Context: an optimization exercise on an open-source flow, tuned for small area, a short achievable clock period and few clock cycles per item. The choices shown serve that exercise and are no tape-out recipe. In this exercise RTL edits were held to simulation tests only and were not proved equivalent to the original.

==> run R <==
==> flow/design.v (excerpt) <==
module running_mean_deviation_reliability (
  input  logic               clk,
  input  logic               rst,
  input  logic               in_valid,
  output logic               in_ready,
  input  logic signed [31:0] sample,
  output logic               out_valid,
  input  logic               out_ready,
  output logic signed [31:0] mean,
  output logic        [31:0] abs_deviation,
  output logic        [22:0] reliability,
  output logic        [15:0] count,
  output logic               overflow
);
clock: 8.0 ns
lec_check: 0
cap_margin: 20
core_margin: 2
core_utilization: 62
setup_slack_margin: 3.0
slew_margin: 20
tns_end_percent: 10
run.sh (not shown) runs the stock make flow with config.mk's settings and CLKGATE_MAP_FILE= SYNTH_SCRIPT=/design/flow/synth_recipe.tcl, a recipe that flattens the netlist after the stock synthesis.
==> run F (differences from run R) <==
--- a/flow/design.v
+++ b/flow/design.v
@@ -1143,34 +1143,29 @@
   logic [17:0] mq_r_b;
   logic [17:0] mq_r_sum;
   logic        mq_r_co;
   logic [31:0] mq_q_a;
   logic [31:0] mq_q_b;
   logic [31:0] mq_q_sum;
   logic        mq_q_co;
+  logic [31:0] mq_q;
   logic [15:0] mcn_in;
   logic [15:0] mcn_r3;
   logic [15:0] mcn_r2;
   logic [15:0] mcn_r1;
   logic [15:0] mcn_r0;
+  logic [31:0] mnew_a;
+  logic [31:0] mnew_b;
+  logic [31:0] mnew_sum;
+  logic        mnew_co;
   logic        mc_v;
-  logic [31:0] mc_q;
+  logic [31:0] mc_new;
   logic [15:0] mc_cnt;
-  logic        mc_neg;
   logic [31:0] mc_s;
   logic        mc_ovf;
-  logic [31:0] en__a;
-  logic [31:0] en__b;
-  logic [31:0] en__sum;
-  logic        en__co;
-  logic        e1_v;
-  logic [31:0] e1_new;
-  logic [31:0] e1_s;
-  logic [15:0] e1_cnt;
-  logic        e1_ovf;
   logic [15:0] e_dvs;
   logic        en_z0;
   logic [15:0] en_n0;
   logic        en_z1;
   logic [15:0] en_n1;
   logic        en_z2;
   logic [15:0] en_n2;
@@ -3090,18 +3085,15 @@
   logic        hqf_co;
   logic [31:0] qml_in;
   logic [31:0] qml_r4;
   logic [31:0] qml_r3;
   logic [31:0] qml_r2;
   logic [31:0] qml_r1;
   logic [31:0] qml_r0;
-  logic        h_v;
   logic [22:0] h_add;
-  logic [31:0] h_mld;
-  logic [31:0] h_new;
   logic [15:0] g_n;
   logic        g_isfirst;
   logic        g_isovf;
   logic [15:0] g_cntn;
   logic        gn_z0;
   logic [15:0] gn_n0;
   logic        gn_z1;
@@ -5147,77 +5139,64 @@
   end
   assign mq_r_a = m11_ws;
   assign mq_r_b = m11_wc;
   rmdr_add #(.W(18)) u_mq_r (.a(mq_r_a), .b(mq_r_b), .ci(1'b0), .s(mq_r_sum), .co(mq_r_co));
   assign mq_q_a = m11_dq;
   assign mq_q_b = ~m11_qn;
   rmdr_add #(.W(32)) u_mq_q (.a(mq_q_a), .b(mq_q_b), .ci(~mq_r_sum[17]), .s(mq_q_sum), .co(mq_q_co));
+  assign mq_q = mq_q_sum;
   assign mcn_in = {1'b1, m11_d};
   assign mcn_r3 = m11_sh[3] ? {8'd0, mcn_in[15:8]} : mcn_in;
   assign mcn_r2 = m11_sh[2] ? {4'd0, mcn_r3[15:4]} : mcn_r3;
   assign mcn_r1 = m11_sh[1] ? {2'd0, mcn_r2[15:2]} : mcn_r2;
   assign mcn_r0 = m11_sh[0] ? {1'd0, mcn_r1[15:1]} : mcn_r1;
+  assign mnew_a = mq_q ^ {32{m11_neg}};
+  assign mnew_b = 32'd0;
+  rmdr_add #(.W(32)) u_mnew (.a(mnew_a), .b(mnew_b), .ci(m11_neg), .s(mnew_sum), .co(mnew_co));
   always_ff @(posedge clk) begin
     if (rst) begin
       mc_v <= 1'b0;
     end else if (adv) begin
       mc_v <= m11_v;
     end
     if (adv && m11_v) begin
-      mc_q <= mq_q_sum;
+      mc_new <= mnew_sum;
       mc_cnt <= mcn_r0;
-      mc_neg <= m11_neg;
       mc_s <= m11_s;
       mc_ovf <= m11_ovf;
     end
   end
-  assign en__a = mc_q ^ {32{mc_neg}};
-  assign en__b = 32'd0;
-  rmdr_add #(.W(32)) u_en_ (.a(en__a), .b(en__b), .ci(mc_neg), .s(en__sum), .co(en__co));
-  always_ff @(posedge clk) begin
-    if (rst) begin
-      e1_v <= 1'b0;
-    end else if (adv) begin
-      e1_v <= mc_v;
-    end
-    if (adv && mc_v) begin
-      e1_new <= en__sum;
-      e1_s <= mc_s;
-      e1_cnt <= mc_cnt;
-      e1_ovf <= mc_ovf;
-    end
-  end
-  assign e_dvs = (e1_cnt == 16'd1) ? 16'd1 : (e1_cnt - 16'd1);
+  assign e_dvs = (mc_cnt == 16'd1) ? 16'd1 : (mc_cnt - 16'd1);
   assign en_z0 = e_dvs[15:8] == 8'd0;
   assign en_n0 = en_z0 ? {e_dvs[7:0], 8'd0} : e_dvs;
   assign en_z1 = en_n0[15:12] == 4'd0;
   assign en_n1 = en_z1 ? {en_n0[11:0], 4'd0} : en_n0;
   assign en_z2 = en_n1[15:14] == 2'd0;
   assign en_n2 = en_z2 ? {en_n1[13:0], 2'd0} : en_n1;
   assign en_z3 = en_n2[15:15] == 1'd0;
   assign en_n3 = en_z3 ? {en_n2[14:0], 1'd0} : en_n2;
   assign en_sh = {en_z0, en_z1, en_z2, en_z3};
-  assign ead_1_a = {e1_new[31], e1_new};
-  assign ead_1_b = ~{e1_s[31], e1_s};
+  assign ead_1_a = {mc_new[31], mc_new};
+  assign ead_1_b = ~{mc_s[31], mc_s};
   rmdr_add #(.W(33)) u_ead_1 (.a(ead_1_a), .b(ead_1_b), .ci(1'b1), .s(ead_1_sum), .co(ead_1_co));
-  assign ead_2_a = {e1_s[31], e1_s};
-  assign ead_2_b = ~{e1_new[31], e1_new};
+  assign ead_2_a = {mc_s[31], mc_s};
+  assign ead_2_b = ~{mc_new[31], mc_new};
   rmdr_add #(.W(33)) u_ead_2 (.a(ead_2_a), .b(ead_2_b), .ci(1'b1), .s(ead_2_sum), .co(ead_2_co));
   always_ff @(posedge clk) begin
     if (rst) begin
       e_v <= 1'b0;
     end else if (adv) begin
-      e_v <= e1_v;
+      e_v <= mc_v;
     end
-    if (adv && e1_v) begin
-      e_new <= e1_new;
+    if (adv && mc_v) begin
+      e_new <= mc_new;
       e_ad <= (ead_1_sum[32] ? ead_2_sum[31:0] : ead_1_sum[31:0]);
       e_sh <= en_sh;
       e_d <= en_n3[14:0];
-      e_ovf <= e1_ovf;
+      e_ovf <= mc_ovf;
     end
   end
   assign dds_a = dd_dsum;
   assign dds_b = {16'd0, e_ad};
   rmdr_add #(.W(48)) u_dds (.a(dds_a), .b(dds_b), .ci(1'b0), .s(dds_sum), .co(dds_co));
   always_ff @(posedge clk) begin
     if (rst) begin
@@ -7292,26 +7271,15 @@
   rmdr_add #(.W(23)) u_hqf (.a(hqf_a), .b(hqf_b), .ci(qqr_sum[33]), .s(hqf_sum), .co(hqf_co));
   assign qml_in = {~q8_zero, q8_d};
   assign qml_r4 = q8_sh[4] ? {16'd0, qml_in[31:16]} : qml_in;
   assign qml_r3 = q8_sh[3] ? {8'd0, qml_r4[31:8]} : qml_r4;
   assign qml_r2 = q8_sh[2] ? {4'd0, qml_r3[31:4]} : qml_r3;
   assign qml_r1 = q8_sh[1] ? {2'd0, qml_r2[31:2]} : qml_r2;
   assign qml_r0 = q8_sh[0] ? {1'd0, qml_r1[31:1]} : qml_r1;
-  always_ff @(posedge clk) begin
-    if (rst) begin
-      h_v <= 1'b0;
-    end else if (adv) begin
-      h_v <= q8_v;
-    end
-    if (adv && q8_v) begin
-      h_add <= q8_zero ? HUNDRED : (q8_lt ? hqf_sum : 23'd0);
-      h_mld <= qml_r0;
-      h_new <= q8_new;
-    end
-  end
+  assign h_add = q8_zero ? HUNDRED : (q8_lt ? hqf_sum : 23'd0);
   assign g_isfirst = g_n == 16'd0;
   assign g_isovf = g_n == 16'hFFFF;
   assign g_cntn = g_isovf ? g_n : (g_n + 16'd1);
   assign gn_z0 = g_cntn[15:8] == 8'd0;
   assign gn_n0 = gn_z0 ? {g_cntn[7:0], 8'd0} : g_cntn;
   assign gn_z1 = gn_n0[15:12] == 4'd0;
   assign gn_n1 = gn_z1 ? {gn_n0[11:0], 4'd0} : gn_n0;
@@ -7324,26 +7292,26 @@
   assign grs_b = {17'd0, h_add};
   rmdr_add #(.W(40)) u_grs (.a(grs_a), .b(grs_b), .ci(1'b0), .s(grs_sum), .co(grs_co));
   always_ff @(posedge clk) begin
     if (rst) begin
       g_v <= 1'b0;
       g_rsum <= '0;
     end else if (adv) begin
-      g_v <= h_v;
-      if (h_v && !g_isovf && !g_isfirst) g_rsum <= grs_sum;
+      g_v <= q8_v;
+      if (q8_v && !g_isovf && !g_isfirst) g_rsum <= grs_sum;
     end
-    if (adv && h_v) begin
+    if (adv && q8_v) begin
       g_sh <= gn_sh;
       g_d <= gn_n3[14:0];
-      g_mld <= h_mld;
-      g_new <= g_isfirst ? 32'd0 : h_new;
+      g_mld <= qml_r0;
+      g_new <= g_isfirst ? 32'd0 : q8_new;
       g_ovf <= g_isovf;
     end
     if (rst) g_n <= '0;
-    else if (adv && h_v && !g_isovf) g_n <= g_n + 16'd1;
+    else if (adv && q8_v && !g_isovf) g_n <= g_n + 16'd1;
   end
   assign rx_in = g_rsum[38:0];
   assign rx_l3 = g_sh[3] ? {rx_in[30:0], 8'd0} : rx_in;
   assign rx_l2 = g_sh[2] ? {rx_l3[34:0], 4'd0} : rx_l3;
   assign rx_l1 = g_sh[1] ? {rx_l2[36:0], 2'd0} : rx_l2;
   assign rx_l0 = g_sh[0] ? {rx_l1[37:0], 1'd0} : rx_l1;
   assign ri_ws = {2'b0, rx_l0[38:23]};
==> flow/config.mk (replaced) <==
export PLATFORM = sky130hd
export DESIGN_NAME = running_mean_deviation_reliability
export DESIGN_NICKNAME = running_mean_deviation_reliability
export VERILOG_FILES = /design/flow/design.v
export SDC_FILE = /design/flow/constraint.sdc
export NUM_CORES = 4
export LEC_CHECK = 0
export CAP_MARGIN = 20
export CORE_MARGIN = 2
export CORE_UTILIZATION = 58
export SETUP_SLACK_MARGIN = 2.9
export SLEW_MARGIN = 20
export TNS_END_PERCENT = 10
==> run A (differences from run R) <==
==> flow/config.mk (replaced) <==
export PLATFORM = sky130hd
export DESIGN_NAME = running_mean_deviation_reliability
export DESIGN_NICKNAME = running_mean_deviation_reliability
export VERILOG_FILES = /design/flow/design.v
export SDC_FILE = /design/flow/constraint.sdc
export NUM_CORES = 4
export LEC_CHECK = 0
export CAP_MARGIN = 20
export CORE_MARGIN = 2
export CORE_UTILIZATION = 66
export SETUP_SLACK_MARGIN = 3.0
export SLEW_MARGIN = 20
export TNS_END_PERCENT = 5
==> results.yml <==
outcome:
  status: "finished clean"
layout:
  antenna_cells: 13
  fin_util_pct: 70.0
  seq_cells: 6963
global_route:
  met2_usage_pct: 46.9
  use_met1_pct: 33.7
setup_path:
  r2r_slack_ns: 2.92
  timing.critical_path.fanout_max: 5
routing:
  viasPerCell: 5.55
  routed_wl_um: 816000
power_and_ir_drop:
  total_leakage_power_uw: 0.168
  swShare_pct: 21.4
# the run above: run R

==> results.yml <==
routing:
  routed_wl_um: 786000
  viasPerCell: 5.41
yosys:
  synth_top_family_by_area: "adder cells"
  synth-main-ff-cell: "edfxtp_1"
  muxShareOfSynthArea_pct: 5.24
outcome:
  status: "finished clean"
global_route:
  met2_usage_pct: 42.2
  use_met1_pct: 33.0
setup_path:
  r2r_slack_ns: 2.15
  path_class: "reg2reg"
  timing.critical_path.fanout_max: 2
power_and_ir_drop:
  swShare_pct: 21.3
layout:
  seqAreaFraction_pct: 48.8
  antenna_cells: 16
  fin_util_pct: 65.0
  seq_cells: 6792
  fillers: 47100
# the run above: run F

==> results.yml <==
power_and_ir_drop:
  swShare_pct: 21.5
layout:
  seq_cells: 6963
  antenna_cells: 7
  fin_util_pct: 73.8
  ff_latch_area_um2: 207000
routing:
  routed_wl_um: 809000
global_route:
  use_met1_pct: 35.4
  met2_usage_pct: 50.4
setup_path:
  timing.critical_path.fanout_max: 20
  r2r_slack_ns: 2.85
outcome:
  status: "finished clean"
sta:
  rsz0062_at_grt: "yes"
# the run above: run A

Testbench counts of run R, summed over its fixed seeds: cycles 2,816, items 2,400.
Testbench counts of run F, summed over its fixed seeds: cycles 2,800, items 2,400.
Testbench counts of run A, summed over its fixed seeds: cycles 2,816, items 2,400.

static timing again, ports no longer ideal:
Ports are ideal in the flow. The routed layouts listed here were re-timed in OpenROAD.
Step 1: set_driving_cell puts a clkbuf_16 on clk and a buf_2 on each other input, an assumption about the parent block.
Step 2 times the ports against the registers' clock, not the clock port: input delays grow and output delays shrink by t, the midpoint of the rising clock arrivals with the driver on.
a / b / c = no drivers / after step 1 / after step 2; a / b = the first two.
run	t, ns	slack for setup (ns)	worst setup path after step 2	clock arrival spread, ns	slew at the worst register clock pin (ns)
run R	1.242	2.917 / 2.917 / 2.917	register to register	0.113 / 0.113	0.07 / 0.07
run F	1.249	2.151 / 2.151 / 2.151	register to register	0.097 / 0.098	0.07 / 0.07
run A	1.240	2.855 / 2.855 / 2.855	register to register	0.095 / 0.095	0.08 / 0.08
After both steps setup and hold are still met in every run listed.
